This design comes from an exercise in tuning for small area, a short achievable clock period and few clock cycles on the open sky130 flow, not from production work. RTL that was checked went through simulation tests only; none was proved equivalent to the original. The RTL of runs 1 and 4 was laid out without a check of its function. No activity file was given, so power comes from the tool's default toggle rates.

==> flow/design.v <==
package pixgen_pkg;
    typedef logic signed [3:0] coef_t;
endpackage
`timescale 1ns/100ps
module axil_regs (
    input  logic                       s_axi_lite_aclk,
    input  logic                       axi_resetn,
    input  logic [8-1:0] s_axi_lite_araddr,
    output logic                       s_axi_lite_arready,
    input  logic                       s_axi_lite_arvalid,
    input  logic [8-1:0] s_axi_lite_awaddr,
    output logic                       s_axi_lite_awready,
    input  logic                       s_axi_lite_awvalid,
    input  logic                       s_axi_lite_bready,
    output logic [1:0]                 s_axi_lite_bresp,
    output logic                       s_axi_lite_bvalid,
    output logic [31:0]                s_axi_lite_rdata,
    input  logic                       s_axi_lite_rready,
    output logic [1:0]                 s_axi_lite_rresp,
    output logic                       s_axi_lite_rvalid,
    input  logic [31:0]                s_axi_lite_wdata,
    output logic                       s_axi_lite_wready,
    input  logic                       s_axi_lite_wvalid,
    output logic                       start,          
    output logic                       frame_en_nxt,   
    output logic [35:0]                coefs,          
    output logic [3:0]                 shift,
    input  logic                       busy,
    input  logic                       done,
    input  logic [31:0]                frame_count
);
    logic [31:1] ctrl;   
    logic [31:0] k0, k1, s5, s6, s7;
    logic        awready_q, wready_q, bvalid_q, arready_q, rvalid_q;
    logic [5:0]  wsel;   
    logic        whs;
    logic [31:0] wd;
    logic [31:0] rmux;
    assign whs = s_axi_lite_wvalid && wready_q;
    assign wd  = s_axi_lite_wdata & {32{axi_resetn}};   
    always_ff @(posedge s_axi_lite_aclk) begin
        if (!axi_resetn) begin
            awready_q <= 1'b1;
            wready_q  <= 1'b0;
            bvalid_q  <= 1'b0;
        end else begin
            if (s_axi_lite_awvalid && awready_q) begin
                awready_q <= 1'b0;
                wready_q  <= 1'b1;
            end
            if (whs) begin
                wready_q <= 1'b0;
                bvalid_q <= 1'b1;
            end
            if (bvalid_q && s_axi_lite_bready) begin
                bvalid_q  <= 1'b0;
                awready_q <= 1'b1;
            end
        end
    end
    always_ff @(posedge s_axi_lite_aclk) begin
        if (s_axi_lite_awvalid && awready_q) begin
            case (s_axi_lite_awaddr[4:2])
                3'd0:    wsel <= 6'b000001;
                3'd1:    wsel <= 6'b000010;
                3'd2:    wsel <= 6'b000100;
                3'd5:    wsel <= 6'b001000;
                3'd6:    wsel <= 6'b010000;
                3'd7:    wsel <= 6'b100000;
                default: wsel <= 6'b000000;
            endcase
        end
    end
    always_ff @(posedge s_axi_lite_aclk) begin
        if (!axi_resetn || (whs && wsel[0])) ctrl <= wd[31:1];
        if (!axi_resetn || (whs && wsel[1])) k0   <= wd;
        if (!axi_resetn || (whs && wsel[2])) k1   <= wd;
        if (!axi_resetn || (whs && wsel[3])) s5   <= wd;
        if (!axi_resetn || (whs && wsel[4])) s6   <= wd;
        if (!axi_resetn || (whs && wsel[5])) s7   <= wd;
    end
    assign start        = axi_resetn && whs && wsel[0] && s_axi_lite_wdata[0];
    assign frame_en_nxt = axi_resetn && ((whs && wsel[0]) ? s_axi_lite_wdata[1] : ctrl[1]);
    assign s_axi_lite_awready = awready_q;
    assign s_axi_lite_wready  = wready_q;
    assign s_axi_lite_bvalid  = bvalid_q;
    assign s_axi_lite_bresp   = 2'b00;
    always_comb begin
        case (s_axi_lite_araddr[4:2])
            3'd0:    rmux = {ctrl, 1'b0};
            3'd1:    rmux = k0;
            3'd2:    rmux = k1;
            3'd3:    rmux = {30'd0, busy, done};   
            3'd4:    rmux = frame_count;
            3'd5:    rmux = s5;
            3'd6:    rmux = s6;
            default: rmux = s7;
        endcase
    end
    always_ff @(posedge s_axi_lite_aclk) begin
        if (!axi_resetn) begin
            arready_q <= 1'b1;
            rvalid_q  <= 1'b0;
        end else begin
            if (s_axi_lite_arvalid && arready_q) begin
                arready_q <= 1'b0;
                rvalid_q  <= 1'b1;
            end
            if (rvalid_q && s_axi_lite_rready) begin
                rvalid_q  <= 1'b0;
                arready_q <= 1'b1;
            end
        end
    end
    always_ff @(posedge s_axi_lite_aclk) begin
        if (s_axi_lite_arvalid && arready_q) s_axi_lite_rdata <= rmux;
    end
    assign s_axi_lite_arready = arready_q;
    assign s_axi_lite_rvalid  = rvalid_q;
    assign s_axi_lite_rresp   = 2'b00;
    assign coefs = {k1[3:0], k0};
    assign shift = ctrl[11:8];
endmodule
`timescale 1ns/100ps
module conv_capture (
    input  logic        s_axi_lite_aclk,
    input  logic        axi_resetn,
    input  logic        start,
    input  logic [35:0] coefs,
    input  logic [3:0]  shift,
    output logic [5:0]  img_addr,
    input  logic [7:0]  img_rdata,
    output logic        fw_valid,    
    output logic        fw_last,     
    output logic [7:0]  fw_data,
    output logic        busy,
    output logic        done,
    output logic        done_set     
);
    logic       a_act;
    logic [2:0] a_r, a_row, a_col;   
    logic [1:0] a_i;                 
    logic       b_v, b_end;
    logic [2:0] b_i;                 
    logic [2:0] b_col;
    logic       c_v;
    logic [2:0] c_i;
    logic [2:0] c_col;
    logic [7:0] p_q;
    logic signed [15:0] acc0, acc1, acc2;
    logic signed [3:0]  t0, t1, t2;
    logic signed [12:0] m0, m1, m2;
    logic signed [15:0] shifted;
    assign img_addr = {a_row, a_col};   
    always_ff @(posedge s_axi_lite_aclk) begin
        if (!axi_resetn) begin
            a_act <= 1'b0;
            a_r   <= '0;
            a_row <= '0;
            a_col <= '0;
            a_i   <= '0;
            b_v   <= 1'b0;
            b_end <= 1'b0;
        end else if (start) begin
            a_act <= 1'b1;
            a_r   <= '0;
            a_row <= 3'd1;
            a_col <= '0;
            a_i   <= 2'd1;
            b_v   <= 1'b1;
            b_i   <= 3'b001;
            b_col <= '0;
            b_end <= 1'b0;
        end else begin
            b_v   <= a_act;
            b_i   <= {a_i == 2'd2, a_i == 2'd1, a_i == 2'd0};
            b_col <= a_col;
            b_end <= a_act && a_i == 2'd2 && a_col == 3'd7 && a_r == 3'd5;
            if (a_act) begin
                if (a_i != 2'd2) begin
                    a_i   <= a_i + 2'd1;
                    a_row <= a_row + 3'd1;
                end else begin
                    a_i <= '0;
                    if (a_col != 3'd7) begin
                        a_col <= a_col + 3'd1;
                        a_row <= a_r;
                    end else begin
                        a_col <= '0;
                        if (a_r != 3'd5) begin
                            a_r   <= a_r + 3'd1;
                            a_row <= a_r + 3'd1;
                        end else begin
                            a_act <= 1'b0;   
                            a_r   <= '0;
                            a_row <= '0;
                        end
                    end
                end
            end
        end
    end
    always_ff @(posedge s_axi_lite_aclk) begin
        p_q   <= img_rdata;
        c_i   <= b_i;
        c_col <= b_col;
    end
    always_comb begin
        t0 = ({4{c_i[0]}} & coefs[0 +: 4]) | ({4{c_i[1]}} & coefs[12 +: 4]) | ({4{c_i[2]}} & coefs[24 +: 4]);
        t1 = ({4{c_i[0]}} & coefs[4 +: 4]) | ({4{c_i[1]}} & coefs[16 +: 4]) | ({4{c_i[2]}} & coefs[28 +: 4]);
        t2 = ({4{c_i[0]}} & coefs[8 +: 4]) | ({4{c_i[1]}} & coefs[20 +: 4]) | ({4{c_i[2]}} & coefs[32 +: 4]);
    end
    assign m0 = t0 * $signed({1'b0, p_q});
    assign m1 = t1 * $signed({1'b0, p_q});
    assign m2 = t2 * $signed({1'b0, p_q});
    always_ff @(posedge s_axi_lite_aclk) begin
        if (c_v) begin
            if (c_i[0]) begin
                acc0 <= 16'(m0);
                acc1 <= acc0 + 16'(m1);
                acc2 <= acc1 + 16'(m2);
            end else begin
                acc0 <= acc0 + 16'(m0);
                acc1 <= acc1 + 16'(m1);
                acc2 <= acc2 + 16'(m2);
            end
        end
    end
    always_ff @(posedge s_axi_lite_aclk) begin
        if (!axi_resetn) begin
            c_v      <= 1'b0;
            fw_valid <= 1'b0;
            busy     <= 1'b0;
            done     <= 1'b0;
            done_set <= 1'b0;
        end else begin
            c_v      <= b_v && !start;
            fw_valid <= c_v && c_i[2] && c_col >= 3'd2;   
            done_set <= b_end;
            if (start) begin
                busy <= 1'b1;
                done <= 1'b0;
            end else if (b_end) begin
                busy <= 1'b0;
                done <= 1'b1;
            end
        end
    end
    always_ff @(posedge s_axi_lite_aclk) begin
        fw_last <= c_col == 3'd7;
    end
    assign shifted = acc2 >>> shift;
    always_comb begin
        if (shifted[15]) begin
            fw_data = 8'd0;
        end else if (|shifted[14:8]) begin
            fw_data = 8'd255;
        end else begin
            fw_data = shifted[7:0];
        end
    end
endmodule
`timescale 1ns/100ps
module feature_tiler (
    input  logic        s_axi_lite_aclk,
    input  logic        axi_resetn,
    input  logic        start,
    input  logic        frame_en_nxt,
    input  logic        done_set,
    input  logic        fw_valid,
    input  logic        fw_last,
    input  logic [7:0]  fw_data,
    output logic [31:0] frame_count,
    output logic [31:0] out_stream_tdata,
    output logic [3:0]  out_stream_tkeep,
    output logic        out_stream_tlast,
    output logic [0:0]  out_stream_tuser,
    output logic        out_stream_tvalid,
    input  logic        out_stream_tready
);
    logic [47:0] ring [0:5];      
    logic [47:0] rot;             
    logic       feat_valid, active, fc_inc;
    logic [3:0] x, y, nx, ny;
    logic       nact, start_frame;
    logic       col_arm, row_arm;   
    logic       col_step, row_step;
    assign col_step = (out_stream_tready && col_arm) || (fw_valid && !fw_last);
    assign row_step = (out_stream_tready && row_arm) || (fw_valid && fw_last);
    assign rot = {fw_valid ? fw_data : ring[0][7:0], ring[0][47:8]};
    always_ff @(posedge s_axi_lite_aclk) begin
        if (row_step) begin
            for (int r = 0; r < 5; r++) ring[r] <= ring[r + 1];
            ring[5] <= rot;
        end else if (col_step) begin
            ring[0] <= rot;
        end
    end
    assign start_frame = !active && feat_valid && frame_en_nxt;
    always_comb begin
        nx   = x;
        ny   = y;
        nact = active;
        if (active && out_stream_tready) begin
            if (x == 4'd11) begin
                nx = 4'd0;
                if (y == 4'd11) begin
                    ny   = 4'd0;
                    nact = 1'b0;   
                end else begin
                    ny = y + 4'd1;
                end
            end else begin
                nx = x + 4'd1;
            end
        end else if (start_frame) begin
            nact = 1'b1;
        end
    end
    always_ff @(posedge s_axi_lite_aclk) begin
        if (!axi_resetn) begin
            feat_valid       <= 1'b0;
            active           <= 1'b0;
            x                <= '0;
            y                <= '0;
            col_arm          <= 1'b0;
            row_arm          <= 1'b0;
            out_stream_tlast <= 1'b0;
            out_stream_tuser <= 1'b1;
            fc_inc           <= 1'b0;
            frame_count      <= '0;
        end else begin
            if (start) begin
                feat_valid <= 1'b0;   
            end else if (done_set) begin
                feat_valid <= 1'b1;
            end
            active           <= nact;
            x                <= nx;
            y                <= ny;
            col_arm          <= nact && nx[0] && !(nx == 4'd11 && ny[0]);
            row_arm          <= nact && nx == 4'd11 && ny[0];
            out_stream_tlast <= nx == 4'd11;
            out_stream_tuser <= nx == 4'd0 && ny == 4'd0;
            fc_inc           <= start_frame;
            if (fc_inc) frame_count <= frame_count + 32'd1;
        end
    end
    assign out_stream_tvalid = active;
    assign out_stream_tdata  = {8'h00, ring[0][7:0], ring[0][7:0], ring[0][7:0]};   
    assign out_stream_tkeep  = 4'hF;
endmodule
`timescale 1ns/100ps
module pixel_generator (
    input  logic                       s_axi_lite_aclk,
    input  logic                       axi_resetn,
    input  logic [8-1:0] s_axi_lite_araddr,
    output logic                       s_axi_lite_arready,
    input  logic                       s_axi_lite_arvalid,
    input  logic [8-1:0] s_axi_lite_awaddr,
    output logic                       s_axi_lite_awready,
    input  logic                       s_axi_lite_awvalid,
    input  logic                       s_axi_lite_bready,
    output logic [1:0]                 s_axi_lite_bresp,
    output logic                       s_axi_lite_bvalid,
    output logic [31:0]                s_axi_lite_rdata,
    input  logic                       s_axi_lite_rready,
    output logic [1:0]                 s_axi_lite_rresp,
    output logic                       s_axi_lite_rvalid,
    input  logic [31:0]                s_axi_lite_wdata,
    output logic                       s_axi_lite_wready,
    input  logic                       s_axi_lite_wvalid,
    output logic [5:0]                 img_addr,
    input  logic [7:0]                 img_rdata,
    output logic [31:0]                out_stream_tdata,
    output logic [3:0]                 out_stream_tkeep,
    output logic                       out_stream_tlast,
    output logic [0:0]                 out_stream_tuser,
    output logic                       out_stream_tvalid,
    input  logic                       out_stream_tready
);
    logic        start, frame_en_nxt, busy, done, done_set;
    logic        fw_valid, fw_last;
    logic [7:0]  fw_data;
    logic [31:0] frame_count;
    logic [35:0] coefs;
    logic [3:0]  shift;
    axil_regs u_regs (
        .s_axi_lite_aclk, .axi_resetn,
        .s_axi_lite_araddr, .s_axi_lite_arready, .s_axi_lite_arvalid,
        .s_axi_lite_awaddr, .s_axi_lite_awready, .s_axi_lite_awvalid,
        .s_axi_lite_bready, .s_axi_lite_bresp, .s_axi_lite_bvalid,
        .s_axi_lite_rdata, .s_axi_lite_rready, .s_axi_lite_rresp, .s_axi_lite_rvalid,
        .s_axi_lite_wdata, .s_axi_lite_wready, .s_axi_lite_wvalid,
        .start, .frame_en_nxt, .coefs, .shift, .busy, .done, .frame_count
    );
    conv_capture u_capture (
        .s_axi_lite_aclk, .axi_resetn, .start, .coefs, .shift,
        .img_addr, .img_rdata, .fw_valid, .fw_last, .fw_data, .busy, .done, .done_set
    );
    feature_tiler u_tiler (
        .s_axi_lite_aclk, .axi_resetn, .start, .frame_en_nxt, .done_set,
        .fw_valid, .fw_last, .fw_data, .frame_count,
        .out_stream_tdata, .out_stream_tkeep, .out_stream_tlast,
        .out_stream_tuser, .out_stream_tvalid, .out_stream_tready
    );
endmodule
==> flow/run.sh <==
#!/bin/bash
# synth_recipe.tcl (not shown) runs the flow's synth.tcl, then flattens the netlist and writes it again
# the make line also repeats each setting of config.mk as NAME=value (left out here)
make -C /OpenROAD-flow-scripts/flow DESIGN_CONFIG=/design/flow/config.mk WORK_HOME=/design/flow/orfs CLKGATE_MAP_FILE= SYNTH_SCRIPT=/design/flow/synth_recipe.tcl finish
==> flow/config.mk <==
export PLATFORM = sky130hd
export DESIGN_NAME = pixel_generator
export DESIGN_NICKNAME = pixel_generator
export VERILOG_FILES = /design/flow/design.v
export SDC_FILE = /design/flow/constraint.sdc
export NUM_CORES = 4
export LEC_CHECK = 0
export CAP_MARGIN = 20
export CORE_MARGIN = 2
export CORE_UTILIZATION = 40
export SLEW_MARGIN = 20
==> flow/constraint.sdc <==
create_clock -name core_clock -period 10.0 [get_ports {s_axi_lite_aclk}]
set_input_delay 2.0000 -clock core_clock [delete_from_list [all_inputs] [get_ports {s_axi_lite_aclk}]]
set_output_delay 2.0000 -clock core_clock [all_outputs]
set_load 0.01 [all_outputs]
==> metrics.cfg, run 1 <==
[timing]
hold_violations=0
final_min_period_over_clock_period_pct=68.39
tightest_slew_ns=1.184
final_period_minus_worst_setup_slack_ns=6.839
final-setup-viol-count=0
timing.setup.tns_ns=0
setup_skew_ns=0.02515
grt_setup_unrepaired=false
maximum_operating_frequency_ghz=0.1462
drv_slew=0
max_slew_margin_pct=21.09

[clock_tree]
clockRootBuffer=sky130_fd_sc_hd__clkbuf_16
clock_tree.htree_level_count=3
cts.reportedPaths.clkPinSlew_ns=0.06
postCtsSetupBuffers=0
cts_made_buffers=72
clock_latency_ns=0.62
cts-resized-gates=0
clock_path_buffers=3
clock_sink_count=657
cts_tree=built
post_cts_hold_buffer_count=0

[min_path]
timing.hold.worst.start=u_capture.b_col[1]
hold_path.class=reg2reg

[synth]
synth_warnings=4
ys.flop_type=sky130_fd_sc_hd__edfxtp_1
syn_inst=2300
syn_area_sq_um=30060
synth.distinct_cells=69
number_of_enable_flip_flop_cells_after_synthesis=571
synth_sequential_area_ratio_pct=62.76
avgSynthCellArea_sq_um=13.07
fraction_of_registers_with_async_set_or_reset_after_synthesis_pct=0
ys_seq_elements=657

[placement]
place.detailed.hpwl_mm=42.61
io_buffer_count=123
gp_congestion=0.8532
placedInstanceArea_sq_um=32170

[floorplan]
initial_core_util_pct=40.38
fp.dieH_um=278.2
floorplan.rows=100
io-pin-count=150
floorplan.die.width_um=278.2
floorplan.die_area_sq_um=77370
core_region_area_sq_um=74450

[pwr]
power.share.switching_pct=26.76
share_comb_of_total_power_pct=19.1
leakage_nw=12.76
power_density_nw_per_um2=206.8
ir_worst_vdd_uv=110.0
intPower_mw=5.228
p_sw_mw=1.910
power_frac_seq_pct=43.9
power.share.clock_pct=37.0

[global_routing]
grt_pass1_wl_mm=101.8
first_global_vias=18200
antenna_violations_before_repair=4
gr-usage-all-layers_pct=16.75
pin_count_of_the_biggest_net_entering_global_routing=224
grt-ovfl-total=0

[critical_path]
crit_start=u_capture.c_i[2]
critPathMaxFanout=13
worst-r2r-setup-slack_ns=3.16
critical_path.endpoint_type=register
setup.worst_path.class=reg2reg
reg2reg_from=u_capture.c_i[2]
worst_setup_path_start_kind=register
cp.required_ns=10.33
crit_arrival_ns=7.17

[cells_and_area]
layout_common_cells=571 x sky130_fd_sc_hd__edfxtp_1, 248 x sky130_fd_sc_hd__nand2_1, 173 x sky130_fd_sc_hd__nor2_1
layout_commonest_cell=sky130_fd_sc_hd__edfxtp_1
proportion_of_layout_cells_with_a_drive_suffix_above_1_pct=9.664
fillers=6493
num-nets-final=2647
postLayoutCellArea_sq_um=34520
area.growth.synth_to_final_pct=14.83

[run_status]
outcome=complete, no violations

[drt]
route.detailed.drc=0
detailedRoute.firstIterationViolations=1582
drt_pre_antenna_iters=7
route.detailed.wl_per_inst_um=18.96
via_count=18040
route.final.wire_length_mm=65.27
antenna_violating_nets_post_route=0
routed_via_density=5.240

[run]
drv.max_cap_violation_count=0

-- sequential cells by signal, summed over array words and instances (netlist names), 6 cells and up --
name / flops
u_capture.p_q: 8
u_tiler.frame_count: 32
u_tiler.ring: 288
u_regs.k0: 32
u_capture.acc1: 16
u_regs.s6: 32
u_regs.s5: 32
u_regs.s7: 32
u_regs.s_axi_lite_rdata: 32
u_regs.wsel: 6
u_regs.ctrl: 31
u_capture.acc0: 16
u_capture.acc2: 16
u_regs.k1: 32
-- cell families (layout without fill, tap and decap cells) --
| group | count (synthesis) | count (layout) | synth area share [%] |
|---|---|---|---|
| adder cells (fa/ha/maj) | 169 | 169 | 8.082 |
| XOR/XNOR | 91 | 91 | 2.651 |
| buffers and inverters | 213 | 372 | 3.205 |
| flip-flops | 657 | 657 | 62.76 |
| AO/OA/AOI/OAI | 382 | 382 | 8.220 |
| AND/OR/NAND/NOR | 675 | 675 | 10.47 |
| multiplexers | 111 | 111 | 4.590 |
| other | 2 | 17 | 0.02498 |
-- final timing paths --
check | end | cells past startpoint
min reg2reg | u_capture.c_col[1] | 0
max reg2reg | u_capture.acc0[15] | 22
max | u_capture.acc0[15] | 22
min | u_capture.c_col[1] | 0
-- critical path: stages (launching register included) --
cell and delay (ns):
sky130_fd_sc_hd__dfxtp_1 0.66, sky130_fd_sc_hd__a222oi_1 0.24, sky130_fd_sc_hd__buf_4 0.22, sky130_fd_sc_hd__or2_2 0.29, sky130_fd_sc_hd__fa_1 0.51, sky130_fd_sc_hd__fa_1 0.54, sky130_fd_sc_hd__inv_1 0.05, sky130_fd_sc_hd__fa_1 0.41
sky130_fd_sc_hd__ha_1 0.29, sky130_fd_sc_hd__a21o_1 0.18, sky130_fd_sc_hd__a21oi_1 0.25, sky130_fd_sc_hd__o21ai_0 0.17, sky130_fd_sc_hd__a31o_2 0.28, sky130_fd_sc_hd__a21oi_1 0.17, sky130_fd_sc_hd__xor2_1 0.49, sky130_fd_sc_hd__inv_1 0.21
sky130_fd_sc_hd__ha_1 0.40, sky130_fd_sc_hd__o21a_1 0.15, sky130_fd_sc_hd__o211a_1 0.22, sky130_fd_sc_hd__a221o_1 0.32, sky130_fd_sc_hd__a21oi_1 0.18, sky130_fd_sc_hd__mux2i_1 0.23, sky130_fd_sc_hd__xor2_1 0.08
-- synth_stat cells (18+ instances only) --
cell	number	area share, %
sky130_fd_sc_hd__o21ai_0	91	1.5
sky130_fd_sc_hd__edfxtp_1	571	57
sky130_fd_sc_hd__nor2b_1	68	1.4
sky130_fd_sc_hd__inv_1	80	1.0
sky130_fd_sc_hd__nand2_1	249	3.1
sky130_fd_sc_hd__o21a_1	19	0.47
sky130_fd_sc_hd__xnor2_1	55	1.6
sky130_fd_sc_hd__ha_1	127	5.3
sky130_fd_sc_hd__xor2_1	36	1.0
sky130_fd_sc_hd__nor2_1	173	2.2
sky130_fd_sc_hd__a21oi_1	99	1.6
sky130_fd_sc_hd__mux2i_1	34	1.1
sky130_fd_sc_hd__buf_4	40	1.0
sky130_fd_sc_hd__a21o_1	23	0.57
sky130_fd_sc_hd__nand2b_1	30	0.62
sky130_fd_sc_hd__clkbuf_1	77	0.96
sky130_fd_sc_hd__mux2_2	61	2.3
sky130_fd_sc_hd__nor3_1	29	0.48
sky130_fd_sc_hd__and2_1	49	1.0
sky130_fd_sc_hd__fa_1	42	2.8
sky130_fd_sc_hd__dfxtp_1	86	5.7
sky130_fd_sc_hd__a222oi_1	18	0.60
-- metrics by stage --
stage,utilization [%],power [mW],hold slack (ns),std cells,setup slack [ns]
after CTS,46.37,7.215,0.3432,3442,3.173
after global routing,46.37,7.484,0.3506,3442,2.795
after floorplan,-,4.204,0.3233,2314,0.3238
final,46.37,7.139,0.3414,3443,3.161
after global placement,43.21,4.506,0.3301,3309,3.260
after detailed placement,43.21,4.543,0.3285,3309,3.185
-- cell type report --
class                           instances  area (sq um)  share of cell area [%]
Multi-Input combinational cell       1444         10290                   29.82
Antenna cell                            1         2.502                0.007248
Sequential cell                       657         18870                   54.66
Timing Repair Buffer                  156          1474                   4.269
Clock buffer                           88          1882                   5.451
Inverter                               83         319.1                  0.9242
Tap cell                              969          1212                   3.512
Clock inverter                         45         469.2                   1.359
-- power groups by stage --
stage	clock, mW	sequential [mW]	combinational, mW
after global routing	2.81	3.14	1.53
after CTS	2.71	3.13	1.37
final	2.64	3.13	1.36
after floorplan	0	3.18	1.03
after detailed placement	0	3.19	1.35
after global placement	0	3.19	1.32
-- routing by layer --
metal	track usage (%)	part of all wire (%)	vias up
li1	-	-	8580
met1	23.17	46	8890
met2	26.49	46	455
met3	3.249	5.5	114
met4	5.655	2.7	4
met5	0	0.032	-
==> run 2: changes to the inputs <==
--- a/flow/design.v
+++ b/flow/design.v
@@ -149,6 +149,7 @@
     logic [7:0] p_q;
-    logic signed [15:0] acc0, acc1, acc2;
-    logic signed [3:0]  t0, t1, t2;
-    logic signed [12:0] m0, m1, m2;
-    logic signed [15:0] shifted;
+    logic [3:0] tap [0:2];            
+    logic [15:0] as [0:2], ac [0:2];   
+    logic [15:0] bs [0:2], bc [0:2], ns [0:2], nc [0:2];
+    logic        e_v, e_last;
+    logic signed [15:0] fsum, shifted;
     assign img_addr = {a_row, a_col};   
@@ -206,24 +207,51 @@
         c_col <= b_col;
+        for (int j = 0; j < 3; j++) begin
+            tap[j] <= ({4{b_i[0]}} & coefs[4*j +: 4]) | ({4{b_i[1]}} & coefs[4*(3+j) +: 4]) |
+                      ({4{b_i[2]}} & coefs[4*(6+j) +: 4]);
+        end
     end
     always_comb begin
-        t0 = ({4{c_i[0]}} & coefs[0 +: 4]) | ({4{c_i[1]}} & coefs[12 +: 4]) | ({4{c_i[2]}} & coefs[24 +: 4]);
-        t1 = ({4{c_i[0]}} & coefs[4 +: 4]) | ({4{c_i[1]}} & coefs[16 +: 4]) | ({4{c_i[2]}} & coefs[28 +: 4]);
-        t2 = ({4{c_i[0]}} & coefs[8 +: 4]) | ({4{c_i[1]}} & coefs[20 +: 4]) | ({4{c_i[2]}} & coefs[32 +: 4]);
-    end
-    assign m0 = t0 * $signed({1'b0, p_q});
-    assign m1 = t1 * $signed({1'b0, p_q});
-    assign m2 = t2 * $signed({1'b0, p_q});
-    always_ff @(posedge s_axi_lite_aclk) begin
-        if (c_v) begin
-            if (c_i[0]) begin
-                acc0 <= 16'(m0);
-                acc1 <= acc0 + 16'(m1);
-                acc2 <= acc1 + 16'(m2);
+        for (int j = 0; j < 3; j++) begin
+            if (!c_i[0]) begin
+                bs[j] = as[j];
+                bc[j] = ac[j];
+            end else if (j == 0) begin
+                bs[j] = '0;
+                bc[j] = '0;
             end else begin
-                acc0 <= acc0 + 16'(m0);
-                acc1 <= acc1 + 16'(m1);
-                acc2 <= acc2 + 16'(m2);
+                bs[j] = as[j - 1];
+                bc[j] = ac[j - 1];
             end
+            {nc[j], ns[j]} = csa2(bs[j], bc[j], p_q, tap[j]);
+        end
+    end
+    always_ff @(posedge s_axi_lite_aclk) begin
+        for (int j = 0; j < 3; j++) begin
+            as[j] <= ns[j];
+            ac[j] <= nc[j];
         end
     end
+    function automatic logic [31:0] csa2(input logic [15:0] s, input logic [15:0] c,
+                                         input logic [7:0] p, input logic [3:0] t);
+        logic        one0, two0, neg0, one1, two1, neg1;
+        logic [8:0]  m0, m1;
+        logic [15:0] pp0, pp1, s1, k1, y, s2, k2;
+        one0 = t[0];
+        two0 = t[1] & ~t[0];
+        neg0 = t[1];
+        one1 = t[2] ^ t[1];
+        two1 = (t[3] & ~t[2] & ~t[1]) | (~t[3] & t[2] & t[1]);
+        neg1 = t[3] & ~(t[2] & t[1]);
+        m0  = ({9{one0}} & {1'b0, p}) | ({9{two0}} & {p, 1'b0});
+        m1  = ({9{one1}} & {1'b0, p}) | ({9{two1}} & {p, 1'b0});
+        pp0 = neg0 ? {7'h7F, ~m0} : {7'h00, m0};           
+        pp1 = neg1 ? {5'h1F, ~m1, 2'b11} : {5'h00, m1, 2'b00};   
+        y   = {c[15:1], neg0};
+        s1  = s ^ y ^ pp0;
+        k1  = (s & y) | (s & pp0) | (y & pp0);
+        y   = {k1[14:0], neg1};
+        s2  = s1 ^ y ^ pp1;
+        k2  = (s1 & y) | (s1 & pp1) | (y & pp1);
+        csa2 = {k2[14:0], 1'b0, s2};
+    endfunction
     always_ff @(posedge s_axi_lite_aclk) begin
@@ -231,2 +259,3 @@
             c_v      <= 1'b0;
+            e_v      <= 1'b0;
             fw_valid <= 1'b0;
@@ -236,4 +265,5 @@
         end else begin
-            c_v      <= b_v && !start;
-            fw_valid <= c_v && c_i[2] && c_col >= 3'd2;   
+            c_v      <= b_v;
+            e_v      <= c_v && c_i[2] && c_col >= 3'd2;   
+            fw_valid <= e_v;
             done_set <= b_end;
@@ -249,5 +279,7 @@
     always_ff @(posedge s_axi_lite_aclk) begin
-        fw_last <= c_col == 3'd7;
+        e_last  <= c_col == 3'd7;
+        fw_last <= e_last;
+        fsum    <= as[2] + ac[2];
     end
-    assign shifted = acc2 >>> shift;
+    assign shifted = fsum >>> shift;
     always_comb begin
==> flow/flow/run.sh (new file) <==
#!/bin/bash
# Standard layout with a tighter setup repair target; the SDC and clock period are the standard flow's own.
set -uo pipefail
bash standard.sh SETUP_SLACK_MARGIN=6.6 finish > make_finish.log 2>&1
==> flow/standard.sh (new file) <==
#!/bin/bash
# synth_recipe.tcl (not shown) runs the flow's synth.tcl, then flattens the netlist and writes it again
# the make line also repeats each setting of config.mk as NAME=value (left out here)
make -C /OpenROAD-flow-scripts/flow DESIGN_CONFIG=/design/flow/config.mk WORK_HOME=/design/flow/orfs CLKGATE_MAP_FILE= SYNTH_SCRIPT=/design/flow/synth_recipe.tcl "${@:-finish}"
--- a/flow/config.mk
+++ b/flow/config.mk
@@ -7,2 +7,3 @@
 export LEC_CHECK = 0
+export ABC_CLOCK_PERIOD_IN_PS = 3000
 export CAP_MARGIN = 20
removed: flow/run.sh
==> metrics.cfg, run 2 <==
[synth]
syn_inst=2229  ; -3.1%
synth.cells.most_frequent=523 x sky130_fd_sc_hd__edfxtp_1, 284 x sky130_fd_sc_hd__nand2_1, 208 x sky130_fd_sc_hd__dfxtp_1
post-synth-top-area-fraction_pct=52.09  ; -4.9 points
synth.top_cells.by_area=sky130_fd_sc_hd__edfxtp_1 52%, sky130_fd_sc_hd__dfxtp_1 14%, sky130_fd_sc_hd__fa_1 5.6%, sky130_fd_sc_hd__nand2_1 3.5%, sky130_fd_sc_hd__mux2_2 2.8%
ys.flop_type=sky130_fd_sc_hd__edfxtp_1
synth.distinct_cells=70  ; +1.4%
synth_most_common_cell=sky130_fd_sc_hd__edfxtp_1
ys_seq_elements=731  ; +11%
avgSynthCellArea_sq_um=13.53  ; +3.5%
synth_top_area_cell=sky130_fd_sc_hd__edfxtp_1
synth_sequential_area_ratio_pct=65.91  ; +3.1 points
number_of_enable_flip_flop_cells_after_synthesis=523  ; -8.4%
fraction_of_registers_with_async_set_or_reset_after_synthesis_pct=0  ; unchanged
synth_warnings=11  ; +7
syn_area_sq_um=30150  ; +0.28%

[timing]
tightest_slew_ns=1.067  ; -0.1168 ns
hold_violations=0  ; unchanged
final-setup-viol-count=0  ; unchanged
setup_skew_ns=0.03309  ; +0.007937 ns
drv_slew=0  ; unchanged
grt_setup_unrepaired=true
timing.setup.tns_ns=0  ; unchanged
maximum_operating_frequency_ghz=0.2965  ; +100%
final_min_period_over_clock_period_pct=33.72  ; -35 points
final_period_minus_worst_setup_slack_ns=3.372  ; -3.466 ns
max_slew_margin_pct=28.88  ; +7.8 points

[global_routing]
pin_count_of_the_biggest_net_entering_global_routing=76  ; -66%
gr-usage-all-layers_pct=17.13  ; +0.38 points
grt_pass1_wl_mm=103.7  ; +1.9%
grt-ovfl-total=0  ; unchanged
first_global_vias=18210  ; +0.099%
antenna_violations_before_repair=3  ; -1

[clock_tree]
clock_latency_ns=0.64  ; +0.02 ns
clock_tree.htree_level_count=3  ; unchanged
cts.reportedPaths.clkPinSlew_ns=0.06  ; about the same
cts_made_buffers=79  ; +9.7%
cts_tree=built
post_cts_hold_buffer_count=0  ; unchanged
clock_path_buffers=3  ; unchanged
clockRootBuffer=sky130_fd_sc_hd__clkbuf_16
clock_sink_count=731  ; +11%

[floorplan]
floorplan.die_area_sq_um=77580  ; +0.28%
floorplan.rows=100  ; unchanged
initial_core_util_pct=40.43  ; +0.045 points
core_region_area_sq_um=74570  ; +0.17%
io-pin-count=150  ; unchanged
fp.dieH_um=278.5  ; +0.14%
floorplan.die.width_um=278.5  ; +0.14%

[drt]
routed_via_density=5.190  ; -0.96%
detailedRoute.firstIterationViolations=1461  ; -7.6%
via_count=17500  ; -3.0%
route.detailed.drc=0  ; unchanged
route.detailed.wl_per_inst_um=19.62  ; +3.5%
route.final.wire_length_mm=66.13  ; +1.3%
drt_pre_antenna_iters=5  ; -2
antenna_violating_nets_post_route=0  ; unchanged

[critical_path]
worstPathBufferInverterCount=1  ; -2
worst_setup_path_start_kind=register
critPathMaxFanout=1  ; -12
crit_arrival_ns=1.37  ; -5.80 ns
crit_chain=clkdlybuf4s15_1
cp_slowest_cell=sky130_fd_sc_hd__edfxtp_1
critical_path.endpoint_type=output pin
setup.worst_path.class=reg2out
cp.required_ns=8.00  ; -2.33 ns
critPathTopFamily=flip-flops
reg2regPathDepth=6  ; -73%
cp_slowest_stage_delay_ns=0.47  ; -0.19 ns
worstSetupPathDepth=1  ; -95%

[cells_and_area]
area.growth.synth_to_final_pct=15.89
fillers=6555  ; +0.95%
instances_no_fill=3371  ; -2.1%
layout_commonest_cell=sky130_fd_sc_hd__edfxtp_1
max_flop_register=u_tiler.ring
num-nets-final=2505  ; -5.4%
largest_register_ffs=288  ; unchanged
post-route-util_pct=46.85  ; +0.48 points
layout_common_cells=523 x sky130_fd_sc_hd__edfxtp_1, 276 x sky130_fd_sc_hd__nand2_1, 206 x sky130_fd_sc_hd__dfxtp_1
largest_registers=u_tiler.ring (288), u_capture.as (48), u_capture.ac (45)
proportion_of_layout_cells_with_a_drive_suffix_above_1_pct=11.13  ; +1.5 points

[placement]
dpl.cell_count=3203  ; -3.2%
gp_congestion=0.8002  ; -6.2%
io_buffer_count=123  ; unchanged
place.detailed.hpwl_mm=40.59  ; -4.7%

[min_path]
min_delay_path_depth=0  ; unchanged
hold_path.class=reg2reg

[run_status]
outcome=complete, no violations

[pwr]
leakage_nw=12.88  ; +0.97%
power_density_nw_per_um2=228.7  ; +11%
ir_worst_vdd_uv=132.1  ; +20%

[run]
drv.max_cap_violation_count=0  ; unchanged

## run 2: cell count changes after synthesis, moves of 20 or more
cell                       delta
sky130_fd_sc_hd__mux2i_1     +24
sky130_fd_sc_hd__a21o_1      -22
sky130_fd_sc_hd__fa_1        +43
sky130_fd_sc_hd__dfxtp_1    +122
sky130_fd_sc_hd__nand2_1     +35
sky130_fd_sc_hd__a21oi_1     -41
sky130_fd_sc_hd__nand3_1     +20
sky130_fd_sc_hd__inv_1       -36
sky130_fd_sc_hd__edfxtp_1    -48
sky130_fd_sc_hd__nor2b_1     -29
sky130_fd_sc_hd__ha_1       -104
## run 2: metal layers
metal / global-route usage [%] / vias up / part of all wire, %
li1: - / 8205 / -
met5: 0 / - / 0
met3: 3.350 / 98 / 5.7
met2: 27.56 / 480 / 47
met4: 5.542 / 0 / 2.4
met1: 23.42 / 8713 / 45
## run 2: cell type report
cell class | count | area, sq um | area share (%)
Clock buffer | 98 | 2058 | 5.891
Timing Repair Buffer | 155 | 1536 | 4.398
Timing Repair inverter | 1 | 8.758 | 0.02507
Tap cell | 969 | 1212 | 3.470
Antenna cell | 2 | 5.005 | 0.01432
Sequential cell | 731 | 19870 | 56.88
Multi-Input combinational cell | 1317 | 9532 | 27.28
Clock inverter | 50 | 515.5 | 1.475
Inverter | 48 | 196.4 | 0.5622
## run 2: where the power goes
part / switching, mW / internal (mW)
Clock: 1.22 / 1.67
Sequential: 0.187 / 3.54
Combinational: 0.748 / 0.628
Total: 2.16 / 5.83
## run 2: metrics by stage
step,cell area (sq um),total power [mW],hold WS [ns],setup WS (ns)
3_5_place_dp,32090,5.174,0.3216,4.747
4_1_cts,34880,8.073,0.3354,6.589
6_report,34940,7.992,0.3306,6.628
5_1_grt,34930,8.390,0.3417,6.597
3_3_place_gp,32090,5.102,0.3151,4.818
2_1_floorplan,30280,4.762,0.3096,6.635
## run 2: cell families (layout without fill, tap and decap cells)
logic type	count (synthesis)	in the layout	share of synthesized area (%)
other	2	18	0.02491
AOI/OAI and AO/OA	311	311	6.823
adders and majority gates	108	108	6.599
muxes	139	139	5.213
DFF	731	731	65.91
xor gates and xnor gates	79	79	2.295
buffers and inverters	195	352	2.967
and+or+nand+nor	664	664	10.17
## run 2: path summary, 6_finish.rpt
check                                    from                    to  slack (ns)
setup / recovery  u_regs.s_axi_lite_rdata[14]  s_axi_lite_rdata[14]        6.63
hold / removal               u_capture.e_last     u_capture.fw_last        0.33
hold reg to reg              u_capture.e_last     u_capture.fw_last        0.33
setup reg to reg               u_regs.ctrl[9]   u_tiler.ring[0][43]        6.94
## run 2: what timing repair did
action	4_1_cts	5_1_grt
cloned	4	0
pin swaps	1	0
endpoints found under the setup margin	392	153
setup buffers	12	1
resized for setup	124	11
Testbench counts of run 2, summed over its fixed seeds: cycles 9,712.
==> run 3: changes to the inputs <==
==> flow/flow/run.sh (replaced) <==
#!/bin/bash
# Standard layout with a tighter setup repair target; the SDC and clock period are the standard flow's own.
set -uo pipefail
bash standard.sh SETUP_SLACK_MARGIN=7.0 finish > make_finish.log 2>&1
==> metrics.cfg, run 3 <==
[global_routing]
grt-ovfl-total=0  ; unchanged
grt_pass1_wl_mm=103.1  ; -0.59%
antenna_violations_before_repair=1  ; -2
pin_count_of_the_biggest_net_entering_global_routing=94  ; +24%
gr-usage-all-layers_pct=17.01  ; -0.13 points
first_global_vias=17880  ; -1.9%

[cells_and_area]
proportion_of_layout_cells_with_a_drive_suffix_above_1_pct=17.30  ; +6.2 points
layout_common_cells=523 x sky130_fd_sc_hd__edfxtp_1, 265 x sky130_fd_sc_hd__nand2_1, 194 x sky130_fd_sc_hd__dfxtp_1
largest_registers=u_tiler.ring (288), u_capture.as (48), u_capture.ac (45)
largest_register_ffs=288  ; unchanged
area.growth.synth_to_final_pct=18.45
num-nets-final=2550  ; +1.8%
layout_commonest_cell=sky130_fd_sc_hd__edfxtp_1
max_flop_register=u_tiler.ring
num_antenna_cells=0  ; -2
ff_latch_area_sq_um=19890  ; +0.10%
multi_input_area_sq_um=9742  ; +2.2%
fillers=6491  ; -0.98%

[timing]
max_slew_margin_pct=26.39  ; -2.5 points
final_min_period_over_clock_period_pct=33.00  ; -0.73 points
timing.setup.tns_ns=0  ; unchanged
timing.final.ws_setup_ns=6.701  ; +0.07277 ns
final-setup-viol-count=0  ; unchanged
tightest_slew_ns=1.104  ; +0.03721 ns
grt_setup_unrepaired=true
drv_slew=0  ; unchanged
hold_violations=0  ; unchanged
maximum_operating_frequency_ghz=0.3031  ; +2.2%
final_period_minus_worst_setup_slack_ns=3.300  ; -0.07277 ns
setup_skew_ns=0.03838  ; +0.005296 ns

[floorplan]
io-pin-count=150  ; unchanged
fp.dieH_um=278.5  ; unchanged
initial_core_util_pct=40.43  ; unchanged
floorplan.rows=100  ; unchanged
floorplan.die.width_um=278.5  ; unchanged
floorplan.die_area_sq_um=77580  ; unchanged
core_region_area_sq_um=74570  ; unchanged

[clock_tree]
cts_tree=built
clockRootBuffer=sky130_fd_sc_hd__clkbuf_16
clock_sink_count=731  ; unchanged
clock_tree.htree_level_count=3  ; unchanged
cts_made_buffers=78  ; -1.3%
clock_path_buffers=3  ; unchanged
clock_latency_ns=0.62  ; -0.02 ns
cts.reportedPaths.clkPinSlew_ns=0.06  ; about the same

[placement]
post-place-ws_ns=5.124  ; +0.3767 ns
place.detailed.hpwl_mm=39.50  ; -2.7%
io_buffer_count=123  ; unchanged
gp_congestion=0.8241  ; +3.0%

[drt]
route.detailed.drc=0  ; unchanged
route.final.wire_length_mm=67.03  ; +1.4%
routed_via_density=5.204  ; +0.26%
detailedRoute.firstIterationViolations=1272  ; -13%
via_count=17740  ; +1.4%
antenna_violating_nets_post_route=0  ; unchanged
drt_pre_antenna_iters=7  ; +2
route.detailed.wl_per_inst_um=19.66  ; +0.24%

[pwr]
ir_worst_vdd_uv=130.1  ; -1.5%
power_density_nw_per_um2=225.3  ; -1.5%
leakage_nw=13.26  ; +3.0%

[synth]
synth.top_cells.by_area=sky130_fd_sc_hd__edfxtp_1 52%, sky130_fd_sc_hd__dfxtp_1 14%, sky130_fd_sc_hd__fa_1 5.6%, sky130_fd_sc_hd__nand2_1 3.5%, sky130_fd_sc_hd__mux2_2 2.8%
fraction_of_registers_with_async_set_or_reset_after_synthesis_pct=0  ; unchanged
avgSynthCellArea_sq_um=13.53  ; unchanged
ys_seq_elements=731  ; unchanged
ys.flop_type=sky130_fd_sc_hd__edfxtp_1
synth_warnings=11  ; unchanged
post-synth-top-area-fraction_pct=52.09  ; unchanged
synth_sequential_area_ratio_pct=65.91  ; unchanged
syn_area_sq_um=30150  ; unchanged
syn_inst=2229  ; unchanged
synth.distinct_cells=70  ; unchanged
synth.cells.most_frequent=523 x sky130_fd_sc_hd__edfxtp_1, 284 x sky130_fd_sc_hd__nand2_1, 208 x sky130_fd_sc_hd__dfxtp_1
synth_most_common_cell=sky130_fd_sc_hd__edfxtp_1
number_of_enable_flip_flop_cells_after_synthesis=523  ; unchanged
synth_top_area_cell=sky130_fd_sc_hd__edfxtp_1

[critical_path]
setup.worst_path.class=reg2out
crit_arrival_ns=1.30  ; -0.07 ns
critical_path.endpoint_type=output pin
cp.required_ns=8.00  ; about the same
critPathMaxFanout=2  ; +1
worst_setup_path_start_kind=register

[run]
drv.max_cap_violation_count=0  ; unchanged

[run_status]
outcome=complete, no violations

[min_path]
hold_path.class=reg2reg

[run 3: metrics by stage]
step	hold slack (ns)	total power [mW]	util (%)	instances	instance area (sq um)
after global routing	0.3415	8.457	47.89	3409	35710
after global placement	0.3164	5.121	43.25	3201	32250
after detailed placement	0.3178	5.188	43.25	3202	32260
final	0.3359	8.044	47.89	3409	35710
after CTS	0.3374	8.136	47.57	3396	35470
after floorplan	0.3096	4.778	-	2243	30680
[run 3: layer usage]
layer / global-route usage [%] / routed length (um)
met5: 0 / 0
met2: 27.51 / 31580
met1: 22.52 / 29510
met3: 2.695 / 3198
met4: 8.009 / 2745
[run 3: critical path, stage by stage (launching register included)]
cell                       delay [ns]
sky130_fd_sc_hd__edfxtp_1        0.43
sky130_fd_sc_hd__buf_6           0.15
sky130_fd_sc_hd__buf_6           0.11
[run 3: area by class of cell]
class	instances	share of cell area (%)
multi-input combinational	1317	27.28
timing repair inverter	3	0.08059
clock buffer	106	5.992
clock inverter	36	1.251
inverter	48	0.5781
tap	969	3.395
timing repair buffer	199	5.711
sequential	731	55.71
[run 3: timing repair]
item                                   4_1_cts  5_1_grt
gates cloned                                11        3
resized for setup                          369       26
endpoints found under the hold margin        0        0
pin swaps                                    1        4
setup endpoints to repair                  691      270
hold buffers                                 0        0
setup buffers                               41       10
[run 3: logic make-up (layout without fill, tap and decap cells)]
group | Yosys count | in the layout | share of synthesized area (%)
compound gates | 311 | 311 | 6.823
xor+xnor | 79 | 79 | 2.295
fa+ha+maj | 108 | 108 | 6.599
buf+inv | 195 | 392 | 2.967
flops | 731 | 731 | 65.91
mux | 139 | 139 | 5.213
other cells | 2 | 16 | 0.02491
simple gates | 664 | 664 | 10.17
[run 3: worst paths after layout]
path | start | endpoint | slack, ns | depth (start not counted)
worst min-delay path | u_capture.b_col[2] | u_capture.c_col[2] | 0.34 | 0
worst min register to register | u_capture.b_col[2] | u_capture.c_col[2] | 0.34 | 0
worst max register to register | u_capture.tap[2][1] | u_capture.as[2][1] | 7.27 | 4
worst max-delay path | u_tiler.ring[0][1] | out_stream_tdata[9] | 6.70 | 2
[run 3: power by group]
part / total [mW] / internal [mW] / switching, mW
clock network: 2.91 / 1.72 / 1.19
registers: 3.72 / 3.54 / 0.188
logic: 1.41 / 0.657 / 0.755
total: 8.04 / 5.91 / 2.13
==> run 4: changes to the inputs <==
--- a/flow/design.v
+++ b/flow/design.v
@@ -139,63 +139,34 @@
 );
-    logic       a_act;
-    logic [2:0] a_r, a_row, a_col;   
-    logic [1:0] a_i;                 
-    logic       b_v, b_end;
-    logic [2:0] b_i;                 
-    logic [2:0] b_col;
-    logic       c_v;
-    logic [2:0] c_i;
-    logic [2:0] c_col;
-    logic [7:0] p_q;
-    logic [3:0] tap [0:2];            
-    logic [15:0] as [0:2], ac [0:2];   
-    logic [15:0] bs [0:2], bc [0:2], ns [0:2], nc [0:2];
-    logic        e_v, e_last;
+    logic        a_act;
+    logic [5:0]  a_addr;
+    logic        b_v, b_end;
+    logic [5:0]  b_pos;
+    logic        c_v;
+    logic [5:0]  c_pos;              
+    logic [7:0]  p_q;
+    logic [7:0]  line [1:16];        
+    logic [15:0] s0, k0, s1, k1, s2, k2;   
+    logic [31:0] n0, n1, n2;
+    logic        d_v, d_last;
     logic signed [15:0] fsum, shifted;
-    assign img_addr = {a_row, a_col};   
+    assign img_addr = a_addr;   
     always_ff @(posedge s_axi_lite_aclk) begin
         if (!axi_resetn) begin
-            a_act <= 1'b0;
-            a_r   <= '0;
-            a_row <= '0;
-            a_col <= '0;
-            a_i   <= '0;
-            b_v   <= 1'b0;
-            b_end <= 1'b0;
+            a_act  <= 1'b0;
+            a_addr <= '0;
+            b_v    <= 1'b0;
+            b_end  <= 1'b0;
         end else if (start) begin
-            a_act <= 1'b1;
-            a_r   <= '0;
-            a_row <= 3'd1;
-            a_col <= '0;
-            a_i   <= 2'd1;
-            b_v   <= 1'b1;
-            b_i   <= 3'b001;
-            b_col <= '0;
-            b_end <= 1'b0;
+            a_act  <= 1'b1;
+            a_addr <= 6'd1;
+            b_v    <= 1'b1;
+            b_pos  <= '0;
+            b_end  <= 1'b0;
         end else begin
             b_v   <= a_act;
-            b_i   <= {a_i == 2'd2, a_i == 2'd1, a_i == 2'd0};
-            b_col <= a_col;
-            b_end <= a_act && a_i == 2'd2 && a_col == 3'd7 && a_r == 3'd5;
+            b_pos <= a_addr;
+            b_end <= a_act && a_addr == 6'd63;
             if (a_act) begin
-                if (a_i != 2'd2) begin
-                    a_i   <= a_i + 2'd1;
-                    a_row <= a_row + 3'd1;
-                end else begin
-                    a_i <= '0;
-                    if (a_col != 3'd7) begin
-                        a_col <= a_col + 3'd1;
-                        a_row <= a_r;
-                    end else begin
-                        a_col <= '0;
-                        if (a_r != 3'd5) begin
-                            a_r   <= a_r + 3'd1;
-                            a_row <= a_r + 3'd1;
-                        end else begin
-                            a_act <= 1'b0;   
-                            a_r   <= '0;
-                            a_row <= '0;
-                        end
-                    end
-                end
+                a_addr <= a_addr + 6'd1;   
+                if (a_addr == 6'd63) a_act <= 1'b0;
             end
@@ -204,54 +175,64 @@
     always_ff @(posedge s_axi_lite_aclk) begin
-        p_q   <= img_rdata;
-        c_i   <= b_i;
-        c_col <= b_col;
-        for (int j = 0; j < 3; j++) begin
-            tap[j] <= ({4{b_i[0]}} & coefs[4*j +: 4]) | ({4{b_i[1]}} & coefs[4*(3+j) +: 4]) |
-                      ({4{b_i[2]}} & coefs[4*(6+j) +: 4]);
-        end
-    end
-    always_comb begin
-        for (int j = 0; j < 3; j++) begin
-            if (!c_i[0]) begin
-                bs[j] = as[j];
-                bc[j] = ac[j];
-            end else if (j == 0) begin
-                bs[j] = '0;
-                bc[j] = '0;
-            end else begin
-                bs[j] = as[j - 1];
-                bc[j] = ac[j - 1];
-            end
-            {nc[j], ns[j]} = csa2(bs[j], bc[j], p_q, tap[j]);
+        p_q     <= img_rdata;
+        c_pos   <= b_pos;
+        line[1] <= p_q;
+        for (int k = 2; k <= 16; k++) line[k] <= line[k - 1];
+    end
+    function automatic logic [5:0] booth(input logic [3:0] t);
+        booth[0] = t[0];
+        booth[1] = t[1] & ~t[0];
+        booth[2] = t[1];
+        booth[3] = t[2] ^ t[1];
+        booth[4] = (t[3] & ~t[2] & ~t[1]) | (~t[3] & t[2] & t[1]);
+        booth[5] = t[3] & ~(t[2] & t[1]);
+    endfunction
+    function automatic logic [31:0] csa(input logic [15:0] a, input logic [15:0] b,
+                                        input logic [15:0] c);
+        logic [15:0] cy;
+        cy  = (a & b) | (a & c) | (b & c);
+        csa = {cy[14:0], 1'b0, a ^ b ^ c};
+    endfunction
+    function automatic logic [111:0] col_rows(input logic [7:0] x0, input logic [7:0] x1,
+                                              input logic [7:0] x2, input logic [3:0] t0,
+                                              input logic [3:0] t1, input logic [3:0] t2);
+        logic [7:0]  x;
+        logic [5:0]  e;
+        logic [8:0]  m0, m1;
+        logic [2:0]  n1;
+        logic [1:0]  ns;
+        for (int i = 0; i < 3; i++) begin
+            x = (i == 0) ? x0 : (i == 1) ? x1 : x2;
+            e = booth((i == 0) ? t0 : (i == 1) ? t1 : t2);
+            m0 = ({9{e[0]}} & {1'b0, x}) | ({9{e[1]}} & {x, 1'b0});
+            m1 = ({9{e[3]}} & {1'b0, x}) | ({9{e[4]}} & {x, 1'b0});
+            col_rows[32*i +: 16]      = {6'd0, ~e[2], m0 ^ {9{e[2]}}};
+            col_rows[32*i + 16 +: 16] = {4'd0, ~e[5], m1 ^ {9{e[5]}}, 1'b0, e[2]};
+            n1[i] = e[5];
         end
-    end
+        ns = {1'b0, n1[0]} + {1'b0, n1[1]} + {1'b0, n1[2]};
+        col_rows[96 +: 16] = {3'b111, 3'b000, 1'b1, 5'b00000, ns, 2'b00};
+    endfunction
+    function automatic logic [31:0] add9(input logic [111:0] r, input logic [15:0] s,
+                                         input logic [15:0] k);
+        logic [31:0] a, b, c, d, f, g, h;
+        a = csa(r[0 +: 16],  r[32 +: 16], r[64 +: 16]);
+        b = csa(r[16 +: 16], r[48 +: 16], r[80 +: 16]);
+        c = csa(r[96 +: 16], s, k);
+        d = csa(a[15:0], a[31:16], b[15:0]);
+        f = csa(b[31:16], c[15:0], c[31:16]);
+        g = csa(d[15:0], d[31:16], f[15:0]);
+        h = csa(g[15:0], g[31:16], f[31:16]);
+        add9 = h;
+    endfunction
+    assign n0 = add9(col_rows(line[16], line[8], p_q, coefs[0 +: 4], coefs[12 +: 4], coefs[24 +: 4]),
+                     16'd0, 16'd0);
+    assign n1 = add9(col_rows(line[16], line[8], p_q, coefs[4 +: 4], coefs[16 +: 4], coefs[28 +: 4]),
+                     s0, k0);
+    assign n2 = add9(col_rows(line[16], line[8], p_q, coefs[8 +: 4], coefs[20 +: 4], coefs[32 +: 4]),
+                     s1, k1);
     always_ff @(posedge s_axi_lite_aclk) begin
-        for (int j = 0; j < 3; j++) begin
-            as[j] <= ns[j];
-            ac[j] <= nc[j];
-        end
+        {k0, s0} <= n0;
+        {k1, s1} <= n1;
+        {k2, s2} <= n2;
     end
-    function automatic logic [31:0] csa2(input logic [15:0] s, input logic [15:0] c,
-                                         input logic [7:0] p, input logic [3:0] t);
-        logic        one0, two0, neg0, one1, two1, neg1;
-        logic [8:0]  m0, m1;
-        logic [15:0] pp0, pp1, s1, k1, y, s2, k2;
-        one0 = t[0];
-        two0 = t[1] & ~t[0];
-        neg0 = t[1];
-        one1 = t[2] ^ t[1];
-        two1 = (t[3] & ~t[2] & ~t[1]) | (~t[3] & t[2] & t[1]);
-        neg1 = t[3] & ~(t[2] & t[1]);
-        m0  = ({9{one0}} & {1'b0, p}) | ({9{two0}} & {p, 1'b0});
-        m1  = ({9{one1}} & {1'b0, p}) | ({9{two1}} & {p, 1'b0});
-        pp0 = neg0 ? {7'h7F, ~m0} : {7'h00, m0};           
-        pp1 = neg1 ? {5'h1F, ~m1, 2'b11} : {5'h00, m1, 2'b00};   
-        y   = {c[15:1], neg0};
-        s1  = s ^ y ^ pp0;
-        k1  = (s & y) | (s & pp0) | (y & pp0);
-        y   = {k1[14:0], neg1};
-        s2  = s1 ^ y ^ pp1;
-        k2  = (s1 & y) | (s1 & pp1) | (y & pp1);
-        csa2 = {k2[14:0], 1'b0, s2};
-    endfunction
     always_ff @(posedge s_axi_lite_aclk) begin
@@ -259,3 +240,3 @@
             c_v      <= 1'b0;
-            e_v      <= 1'b0;
+            d_v      <= 1'b0;
             fw_valid <= 1'b0;
@@ -266,4 +247,4 @@
             c_v      <= b_v;
-            e_v      <= c_v && c_i[2] && c_col >= 3'd2;   
-            fw_valid <= e_v;
+            d_v      <= c_v && c_pos[5:4] != 2'b00 && c_pos[2:1] != 2'b00;   
+            fw_valid <= d_v;
             done_set <= b_end;
@@ -279,5 +260,5 @@
     always_ff @(posedge s_axi_lite_aclk) begin
-        e_last  <= c_col == 3'd7;
-        fw_last <= e_last;
-        fsum    <= as[2] + ac[2];
+        d_last  <= c_pos[2:0] == 3'd7;
+        fw_last <= d_last;
+        fsum    <= s2 + k2;
     end
==> flow/flow/run.sh (replaced) <==
#!/bin/bash
# Standard layout with a tighter setup repair target; the SDC and clock period are the standard flow's own.
set -uo pipefail
bash standard.sh SETUP_SLACK_MARGIN=6.6 finish > make_finish.log 2>&1
==> metrics.cfg, run 4 <==
[pwr]
leakage_nw=16.32  ; +23%
intPower_mw=7.061  ; +19%
power.share.switching_pct=29.98  ; +3.5 points
ir_worst_vdd_uv=170.4  ; +31%
power_density_nw_per_um2=237.9  ; +5.6%
power_frac_seq_pct=41.5  ; -4.8 points
share_comb_of_total_power_pct=27.2  ; +9.6 points
p_sw_mw=3.023  ; +42%
power.share.clock_pct=31.3  ; -4.8 points

[drt]
via_count=21100  ; +19%
route.detailed.drc=0  ; unchanged
detailedRoute.firstIterationViolations=1556  ; +22%
route.final.wire_length_mm=81.54  ; +22%
antenna_violating_nets_post_route=0  ; unchanged
routed_via_density=5.063  ; -2.7%
drt_pre_antenna_iters=5  ; -2
route.detailed.wl_per_inst_um=19.57  ; -0.49%

[placement]
placedInstanceArea_sq_um=37800  ; +17%
io_buffer_count=123  ; unchanged
place.detailed.hpwl_mm=51.24  ; +30%
dpl.cell_count=3920  ; +22%
gp_congestion=0.8397  ; +1.9%
post-place-ws_ns=4.932  ; -0.1914 ns

[cells_and_area]
max_flop_register=u_tiler.ring
layout_common_cells=522 x sky130_fd_sc_hd__edfxtp_1, 301 x sky130_fd_sc_hd__nand2_1, 292 x sky130_fd_sc_hd__dfxtp_1
largest_registers=u_tiler.ring (288), u_capture.line (128)
instances_no_fill=4167  ; +22%
area.growth.synth_to_final_pct=18.97
fillers=7713  ; +19%
layout_commonest_cell=sky130_fd_sc_hd__edfxtp_1
proportion_of_layout_cells_with_a_drive_suffix_above_1_pct=15.89  ; -1.4 points
num-nets-final=3240  ; +27%
largest_register_ffs=288  ; unchanged
postLayoutCellArea_sq_um=42380  ; +19%

[clock_tree]
cts_tree=built
clock_path_buffers=3  ; unchanged
clock_tree.htree_level_count=3  ; unchanged
clock_latency_ns=0.65  ; +0.03 ns
post_cts_hold_buffer_count=0  ; unchanged
cts.reportedPaths.clkPinSlew_ns=0.06  ; about the same
clock_sink_count=831  ; +14%
clockRootBuffer=sky130_fd_sc_hd__clkbuf_16
cts_made_buffers=85  ; +9.0%

[min_path]
timing.hold.worst.start=u_capture.line[6][3]
hold_path.class=reg2reg

[floorplan]
floorplan.rows=109  ; +9.0%
floorplan.die.width_um=302.4  ; +8.6%
initial_core_util_pct=40.31  ; -0.12 points
floorplan.die_area_sq_um=91470  ; +18%
io-pin-count=150  ; unchanged
core_region_area_sq_um=88370  ; +19%
fp.dieH_um=302.4  ; +8.6%

[critical_path]
critical_path.endpoint_type=register
crit_arrival_ns=4.11  ; +2.81 ns
critPathTopFamily=adder cells
setup.worst_path.class=reg2reg
worstPathBufferInverterCount=5  ; +3
path_common_cell=sky130_fd_sc_hd__fa_1
reg2reg_from=u_regs.k1[1]
crit_chain=buf_6 > ha_4 > nand2b_4 > buf_6 > xnor2_2 > fa_1 > inv_2 > fa_1 > inv_1 > fa_1 > inv_1 > fa_2
cp_slowest_cell=sky130_fd_sc_hd__fa_1
worst_setup_path_start_kind=register
cp_slowest_stage_delay_ns=0.52  ; +0.09 ns
cp.required_ns=10.59  ; +2.59 ns
critPathMaxFanout=8  ; +6
crit_start=u_regs.k1[1]

[synth]
post-synth-top-area-fraction_pct=44.00  ; -8.1 points
ys_seq_elements=831  ; +14%
syn_inst=2751  ; +23%
synth.distinct_cells=70  ; unchanged
synth.cells.most_frequent=522 x sky130_fd_sc_hd__edfxtp_1, 315 x sky130_fd_sc_hd__nand2_1, 309 x sky130_fd_sc_hd__dfxtp_1
synth_most_common_cell=sky130_fd_sc_hd__edfxtp_1
fraction_of_registers_with_async_set_or_reset_after_synthesis_pct=0  ; unchanged
ys.flop_type=sky130_fd_sc_hd__edfxtp_1
synth_warnings=5  ; -6
synth_top_area_cell=sky130_fd_sc_hd__edfxtp_1
syn_area_sq_um=35630  ; +18%
avgSynthCellArea_sq_um=12.95  ; -4.3%
synth_sequential_area_ratio_pct=61.36  ; -4.5 points
synth.top_cells.by_area=sky130_fd_sc_hd__edfxtp_1 44%, sky130_fd_sc_hd__dfxtp_1 17%, sky130_fd_sc_hd__fa_1 9.2%, sky130_fd_sc_hd__nand2_1 3.3%, sky130_fd_sc_hd__xnor2_1 3.0%
number_of_enable_flip_flop_cells_after_synthesis=522  ; -0.19%

[timing]
setup_skew_ns=0.02339  ; -0.01499 ns
timing.setup.tns_ns=0  ; unchanged
drv_slew=0  ; unchanged
grt_setup_unrepaired=true
maximum_operating_frequency_ghz=0.2845  ; -6.1%
fin_hold_ws_ns=0.3164  ; -0.01945 ns
tightest_slew_ns=0.9637  ; -0.1403 ns
hold_violations=0  ; unchanged
final_min_period_over_clock_period_pct=35.16  ; +2.2 points
timing.final.ws_setup_ns=6.484  ; -0.2161 ns
final_period_minus_worst_setup_slack_ns=3.516  ; +0.2161 ns
max_slew_margin_pct=35.75  ; +9.4 points
final-setup-viol-count=0  ; unchanged

[run_status]
outcome=complete, no violations

[global_routing]
pin_count_of_the_biggest_net_entering_global_routing=84  ; -11%
antenna_violations_before_repair=2  ; +1
first_global_vias=21630  ; +21%
grt_pass1_wl_mm=124.0  ; +20%
gr-usage-all-layers_pct=17.60  ; +0.59 points
grt-ovfl-total=0  ; unchanged

[run]
drv.max_cap_violation_count=0  ; unchanged

[run 4: cell count changes in the layout (fill, tap and decap cells not counted), moves of 32 or more]
cell,previous run,this run
sky130_fd_sc_hd__and2_1,44,78
sky130_fd_sc_hd__mux2_2,73,19
sky130_fd_sc_hd__nor2_1,154,122
sky130_fd_sc_hd__nand2_1,265,301
sky130_fd_sc_hd__inv_1,44,222
sky130_fd_sc_hd__fa_1,85,137
sky130_fd_sc_hd__dlygate4sd2_1,0,37
sky130_fd_sc_hd__dfxtp_1,194,292
sky130_fd_sc_hd__ha_1,23,70
sky130_fd_sc_hd__xnor2_1,43,109
[run 4: worst reg2reg max path, stage by stage, from the launching register on]
cell	delay (ns)
sky130_fd_sc_hd__edfxtp_1	0.49
sky130_fd_sc_hd__buf_6	0.18
sky130_fd_sc_hd__ha_4	0.14
sky130_fd_sc_hd__nand2b_4	0.21
sky130_fd_sc_hd__buf_6	0.16
sky130_fd_sc_hd__xnor2_2	0.13
sky130_fd_sc_hd__fa_1	0.50
sky130_fd_sc_hd__inv_2	0.05
sky130_fd_sc_hd__fa_1	0.52
sky130_fd_sc_hd__inv_1	0.05
sky130_fd_sc_hd__fa_1	0.47
sky130_fd_sc_hd__inv_1	0.05
sky130_fd_sc_hd__fa_2	0.51
[run 4: through the flow]
stage               total power, mW  util, %
floorplan                     6.108        -
global placement              6.841    42.77
CTS                           10.15    47.25
global route                  10.84    47.96
finish                        10.08    47.96
detailed placement            6.903    42.77
[run 4: final timing paths]
path                                        endpoint  slack [ns]  depth (start not counted)
worst min register to register  u_capture.line[7][3]        0.32                          0
worst min-delay path            u_capture.line[7][3]        0.32                          0
worst max-delay path                 u_capture.s2[2]        6.48                         12
worst max register to register       u_capture.s2[2]        6.48                         12
[run 4: per-layer routing]
layer / global-route usage (%) / part of all wire, % / wire [um]
met1: 22.58 / 43 / 34700
met5: 0 / 0 / 0
met2: 29.84 / 49 / 39840
met4: 7.155 / 3.6 / 2925
met3: 2.786 / 5.0 / 4073
[run 4: cell type report]
class / instances / area (sq um) / area share [%]
sequential: 831 / 21880 / 51.63
multi-input combinational: 1528 / 12860 / 30.34
timing repair buffer: 236 / 2414 / 5.694
clock buffer: 107 / 2250 / 5.308
tap: 1165 / 1458 / 3.439
inverter: 251 / 965.9 / 2.279
clock inverter: 48 / 551.8 / 1.302
antenna: 1 / 2.502 / 0.005904
[run 4: cell families after synthesis]
group	share of synthesized area [%]
adders and majority gates	11.97
DFF	61.36
buffers and inverters	4.794
other	0.02108
AOI/OAI and AO/OA	6.578
and+or+nand+nor	8.362
muxes	2.560
xor gates and xnor gates	4.351
[run 4: what timing repair did]
action | 4_1_cts | 5_1_grt
resized for setup | 300 | 109
setup buffers | 61 | 22
setup endpoints to repair | 393 | 188
pin swaps | 70 | 76
gates cloned | 5 | 3
[run 4: power by group through the flow]
| stage | clock, mW | combinational, mW | sequential, mW |
|---|---|---|---|
| 6_report | 3.15 | 2.75 | 4.18 |
| 5_1_grt | 3.38 | 3.25 | 4.21 |
| 4_1_cts | 3.24 | 2.73 | 4.18 |
| 3_5_place_dp | 0 | 2.65 | 4.26 |
| 3_3_place_gp | 0 | 2.59 | 4.25 |
| 2_1_floorplan | 0 | 1.94 | 4.16 |

-- re-timing with driven ports --
No port has a modelled driver above. Below, the same layouts with a new extraction and two added sets of constraints. Step 1: set_driving_cell puts a clkbuf_16 on s_axi_lite_aclk and a buf_2 on each other input, an assumption about the parent block. Step 2 also shifts input and output timing later by t, the mid clock arrival at the registers, as if the neighbouring blocks saw the same clock. Three values: no drivers, after step 1, after step 2; two values: the first two.
run | t (ns) | setup WS [ns] | hold slack, ns | worst data-port slew with drivers (ns) | cell pins on the clock port's net
run 1 | 0.671 | 3.161 / 3.161 / 3.161 | 0.341 / 0.341 / 0.341 | 0.09 | 1
run 2 | 0.692 | 6.628 / 6.562 / 6.072 | 0.331 / 0.331 / 0.331 | 0.14 | 1
run 3 | 0.669 | 6.700 / 6.637 / 6.376 | 0.336 / 0.336 / 0.336 | 0.08 | 1
run 4 | 0.696 | 6.484 / 6.484 / 5.978 | 0.316 / 0.316 / 0.316 | 0.07 | 1
After both steps setup and hold are still met in every run listed. The setup slack of run 2, which loses most, moves by -0.066 ns with the drivers and by -0.556 ns with both steps.
